Source: an optimization exercise on an open RTL-to-GDS flow (aim: small area, a short achievable clock period and few clock cycles). Production flows keep margins and buffers that such runs may drop. RTL that was checked went through simulation tests only; none was proved equivalent to the original.

== cedar ==
## dds_spi_command_framer_core
module dds_spi_command_framer_core (
  input  wire logic        clk,
  input  wire logic        rst,
  input  wire logic        cmd_valid,
  output logic             cmd_ready,
  input  wire logic [1:0]  cmd_op,
  input  wire logic [2:0]  cmd_channel,
  input  wire logic [28:0] cmd_frequency_hz,
  input  wire logic [15:0] cmd_amplitude_word,
  input  wire logic [25:0] cmd_phase_deg_q16,
  output logic             spi_valid,
  input  wire logic        spi_ready,
  output logic [7:0]       spi_byte,
  output logic             spi_frame_end,
  output logic             spi_last,
  input  wire logic        cfg_wr_en,
  input  wire logic [1:0]  cfg_index,
  input  wire logic [6:0]  cfg_data
);
  logic [6:0]  sel_addr, freq_addr, amp_addr, phase_addr;
  logic        busy;
  logic [1:0]  op;
  logic [1:0]  ch;
  logic [2:0]  idx;
  logic        dv;         
  logic        is_phase;
  logic [20:0] a;
  logic [31:0] q;
  logic        out_valid;
  logic [7:0]  out_byte;
  logic        out_frame_end;
  logic        out_last;
  logic        adv;
  logic [2:0]  lidx;
  logic        pair_end;
  logic        cmd_end;
  logic        take;
  logic        keep;
  logic        step_en;
  logic [6:0]  val_addr;
  logic [7:0]  byte_next;
  logic [20:0] fa1, fa2;
  logic [2:0]  qa;
  logic [1:0]  qb;
  logic        din_c;
  logic [31:0] sq2, sq5;
  logic [5:0]  pr [6];
  logic [4:0]  pq;
  logic [24:0] ph_num;
  logic [20:0] a_init;
  logic [31:0] q_init;
  always_ff @(posedge clk) begin
    if (rst) begin
      sel_addr   <= dsf_pkg::SELECT_ADDR_RESET;
      freq_addr  <= dsf_pkg::FREQ_ADDR_RESET;
      amp_addr   <= dsf_pkg::AMP_ADDR_RESET;
      phase_addr <= dsf_pkg::PHASE_ADDR_RESET;
    end else if (cfg_wr_en) begin
      case (cfg_index)
        2'd0: sel_addr   <= cfg_data;
        2'd1: freq_addr  <= cfg_data;
        2'd2: amp_addr   <= cfg_data;
        default: phase_addr <= cfg_data;
      endcase
    end
  end
  assign adv       = !out_valid || spi_ready;
  ...
Size: about 1700 cells after synthesis, ~100 flip-flops, roughly 10000 sq um of cells after synthesis.
clock: 10.0 ns
lec_check: 0
abc_area: 1
cap_margin: 20
core_margin: 2
core_utilization: 55
cts_buf_list: sky130_fd_sc_hd__clkbuf_4 sky130_fd_sc_hd__clkbuf_8
cts_cluster_size: 40
setup_slack_margin: 5
slew_margin: 20
standard.sh (not shown) runs the stock make flow with config.mk's settings and CLKGATE_MAP_FILE= SYNTH_SCRIPT=/design/flow/synth_recipe.tcl, a recipe that flattens the netlist after the stock synthesis.
==> flow/flow/run.sh <==
#!/bin/bash
# The standard layout (standard synthesis included), with the port buffers
# made of sky130_fd_sc_hd__buf_1 instead of the delay cell buffer_ports picks
# by default. ORFS keeps each step's full log under orfs/logs; make's own
# output goes to make_finish.log here.
set -euo pipefail
bash standard.sh "BUFFER_PORTS_ARGS=-buffer_cell sky130_fd_sc_hd__buf_1" finish > make_finish.log 2>&1
Testbench counts of cedar, summed over its fixed seeds: cycles 10,932.
Changes in pine relative to cedar:
diff --git a/flow/config.mk b/flow/config.mk
--- a/flow/config.mk
+++ b/flow/config.mk
@@ -11,3 +11 @@
-export CORE_UTILIZATION = 55
-export CTS_BUF_LIST = sky130_fd_sc_hd__clkbuf_4 sky130_fd_sc_hd__clkbuf_8
-export CTS_CLUSTER_SIZE = 40
+export CORE_UTILIZATION = 40
Findings:
Of cedar and pine, the lower global-route usage belongs to pine.
Of cedar and pine, the run reporting the lower row count was cedar.
From cedar to pine the numbers moved as follows: number of buffers outside the clock class in the layout fell by 7, core utilization fell by 15 points.


## the reference run
Another version of the RTL of dds_spi_command_framer_core (not shown whole).
Size in the first run: about 1,700 cells after synthesis, roughly 100 I/O pins, about 11,000 µm² of cells after synthesis.
export LEC_CHECK = 0
export ABC_AREA = 1
export CAP_MARGIN = 20
export CORE_MARGIN = 2
export CORE_UTILIZATION = 40
export SLEW_MARGIN = 20
create_clock -name core_clock -period 10.0 [get_ports {clk}]
==> flow/flow/run.sh <==
#!/bin/bash
# The standard layout (standard synthesis included), with the port buffers
# made of sky130_fd_sc_hd__buf_1 instead of the delay cell buffer_ports picks
# by default, and timing repair aiming at 6 ns of setup slack. ORFS keeps each
# step's full log under orfs/logs; make's own output goes to make_finish.log.
set -euo pipefail
bash standard.sh "BUFFER_PORTS_ARGS=-buffer_cell sky130_fd_sc_hd__buf_1" SETUP_SLACK_MARGIN=6 finish > make_finish.log 2>&1
Edits applied to the flow inputs when going from the reference run to the trial run:
==> flow/flow/run.sh <==
#!/bin/bash
# The standard layout (standard synthesis included), with the port buffers
# made of sky130_fd_sc_hd__buf_1 instead of the delay cell buffer_ports picks
# by default. ORFS keeps each step's full log under orfs/logs; make's own
# output goes to make_finish.log here.
set -euo pipefail
bash standard.sh "BUFFER_PORTS_ARGS=-buffer_cell sky130_fd_sc_hd__buf_1" finish > make_finish.log 2>&1
--- a/flow/config.mk
+++ b/flow/config.mk
@@ -11,0 +12 @@
+export SETUP_SLACK_MARGIN = 5
### Flow results
- Every run (the trial run and the reference run) finished clean.
- Compared with the reference run, in the trial run arrival time of the worst setup path has decreased, final cell count without fillers now smaller, worst setup slack grew by 0.045 ns.
No functional check of the RTL was part of any run of this note.


## run 1
Another version of the RTL of dds_spi_command_framer_core (not shown whole).
Size in the first run: about 100 I/O pins.
==> flow/design.v (excerpt) <==
module dds_spi_command_framer_core (
  input  wire logic        clk,
  input  wire logic        rst,
  input  wire logic        cmd_valid,
  output logic             cmd_ready,
  input  wire logic [1:0]  cmd_op,
  input  wire logic [2:0]  cmd_channel,
  input  wire logic [28:0] cmd_frequency_hz,
  input  wire logic [15:0] cmd_amplitude_word,
  input  wire logic [25:0] cmd_phase_deg_q16,
  output logic             spi_valid,
  input  wire logic        spi_ready,
  output logic [7:0]       spi_byte,
  output logic             spi_frame_end,
  output logic             spi_last,
  input  wire logic        cfg_wr_en,
  input  wire logic [1:0]  cfg_index,
  input  wire logic [6:0]  cfg_data
);
Settings: LEC_CHECK=0, ABC_AREA=1, CAP_MARGIN=20, CORE_MARGIN=2, CORE_UTILIZATION=40, SETUP_SLACK_MARGIN=5, SLEW_MARGIN=20; clock period 10.0 ns.
run.sh (not shown) runs the stock make flow with config.mk's settings and CLKGATE_MAP_FILE= SYNTH_SCRIPT=/design/flow/synth_recipe.tcl, a recipe that flattens the netlist after the stock synthesis.
Stock flow here: none of the scripts above is used.
Run 1: PASS, flow complete, no timing, DRC or antenna violations
Modified inputs, run 2 compared to run 1
Settings: ABC_AREA: 1 -> unset; SETUP_SLACK_MARGIN: 5 -> unset.
Sum of negative setup slack was higher in the run labelled run 1. Cmp run 2 vs run 1: final wirelength higher in run 2. Wire length of the first global-routing pass: run 2 higher than run 1. What run 1 reported for net count after synthesis has to be multiplied by 0.80 to get the figure for run 2. The layout from run 2, despite a flow that completed every stage, fails the layout checks, with the failing checks listed as negative setup slack. Summary of run 2 over run 1: number of setup violations in the final report saw an increase; setup slack saw a decrease; post-synthesis compound-gate area fraction saw an increase. Share of the final layout cell area in sequential cells was higher in the run labelled run 1. Of run 2 and run 1, the run reporting the lower number of instances in the synthesized netlist was run 2. From run 1 to run 2, number of maximum-capacitance constraint violations did not move at all.
The inputs of run 3 differ from those of run 2 as listed below.
Settings: ABC_AREA now 1, previously not set.
Findings:
Having completed the whole flow, run 3 delivered a layout that passed the timing, DRC and antenna checks. Compared run 3 vs run 2, and overall die height is down in run 3. Summary of run 3 over run 2: mean post-synth cell area lost 1.8 sq um; count of fill cells added during filler insertion picked up an extra 220; count of vias placed by the detailed router lost 440. Sort run 2 and run 3 by total iterations of the first detailed-routing run, descending, and run 2 comes first. Run 2 reports its critical path's slowest cell as sky130_fd_sc_hd__o41a_1 while run 3 reports sky130_fd_sc_hd__ha_1.
No run of this note included a check of the RTL's function; only the layout flow was run.


dds_spi_command_framer_core, a different RTL version from the one above (not shown whole).
For scale: about 1600 cells after synthesis, roughly 100 flip-flops, about 100 I/O pins, about 0.0099 mm² of cells after synthesis.
## dds_spi_command_framer_core
module dds_spi_command_framer_core (
  input  wire logic        clk,
  input  wire logic        rst,
  input  wire logic        cmd_valid,
  output logic             cmd_ready,
  input  wire logic [1:0]  cmd_op,
  input  wire logic [2:0]  cmd_channel,
  input  wire logic [28:0] cmd_frequency_hz,
  input  wire logic [15:0] cmd_amplitude_word,
  input  wire logic [25:0] cmd_phase_deg_q16,
  output logic             spi_valid,
  input  wire logic        spi_ready,
  output logic [7:0]       spi_byte,
  output logic             spi_frame_end,
  output logic             spi_last,
  input  wire logic        cfg_wr_en,
  input  wire logic [1:0]  cfg_index,
  input  wire logic [6:0]  cfg_data
);
Settings: LEC_CHECK=0, ABC_AREA=1, CAP_MARGIN=20, CORE_MARGIN=2, CORE_UTILIZATION=40, SETUP_SLACK_MARGIN=5, SLEW_MARGIN=20; clock period 10.0 ns.
standard.sh (not shown) runs the stock make flow with config.mk's settings and CLKGATE_MAP_FILE= SYNTH_SCRIPT=/design/flow/synth_recipe.tcl, a recipe that flattens the netlist after the stock synthesis.
==> flow/flow/run.sh <==
#!/bin/bash
# The standard layout (standard synthesis included), with the port buffers
# made of sky130_fd_sc_hd__buf_1 instead of the delay cell buffer_ports picks
# by default. ORFS keeps each step's full log under orfs/logs; make's own
# output goes to make_finish.log here.
set -euo pipefail
bash standard.sh "BUFFER_PORTS_ARGS=-buffer_cell sky130_fd_sc_hd__buf_1" finish > make_finish.log 2>&1
Testbench counts at the start, summed over its fixed seeds: cycles 10,932.
Change:
==> flow/run.sh (new file) <==
#!/bin/bash
# synth_recipe.tcl (not shown) runs the flow's synth.tcl, then flattens the netlist and writes it again
# the make line also repeats each setting of config.mk as NAME=value (left out here)
make -C /OpenROAD-flow-scripts/flow DESIGN_CONFIG=/design/flow/config.mk WORK_HOME=/design/flow/orfs CLKGATE_MAP_FILE= SYNTH_SCRIPT=/design/flow/synth_recipe.tcl finish
removed: flow/flow/run.sh
removed: flow/standard.sh
Synthesized cell count stays the same.
Maximum frequency is higher by 0.79%.
Routed wire length is higher by 2.1%.
Cell area is higher by about 6%.
Clock-buffer cell count is unchanged.
Worst hold slack is better by 0.0063 ns.

static timing again, ports no longer ideal:
The flow's constraints put no driver on any port. The routed layouts listed below were extracted and timed again, unchanged, in two steps.
Step 1: set_driving_cell puts a clkbuf_16 on clk and a buf_2 on each other input, an assumption about the parent block.
Step 2 adds t to the input delays and takes it off the output delays; t is the mean of the earliest and latest rising clock arrival at the registers after step 1. Input paths then give back, and output paths get back, about the clock's delay inside the block.
Slacks: ideal / step 1 / step 2; pairs: ideal / step 1.
run	t (ns)	slack for setup (ns)	slew at the worst register clock pin (ns)
cedar	0.428	5.284 / 5.284 / 5.001	0.12 / 0.12
pine	0.402	5.308 / 5.308 / 5.056	0.09 / 0.09
the reference run	0.470	5.206 / 5.206 / 4.953	0.07 / 0.07
the trial run	0.457	5.252 / 5.252 / 4.928	0.06 / 0.06
run 1	0.402	3.231 / 3.231 / 3.231	0.08 / 0.08
run 2	0.401	-0.033 / -0.033 / -0.033	0.08 / 0.08
run 3	0.394	1.271 / 1.271 / 1.271	0.08 / 0.08
the first run of note 4	0.405	5.083 / 5.083 / 5.083	0.09 / 0.09
the second run of note 4	0.412	5.122 / 5.096 / 4.847	0.09 / 0.09
The setup slack of the trial run, which loses most, moves by 0.000 ns with the drivers and by -0.324 ns with both steps.
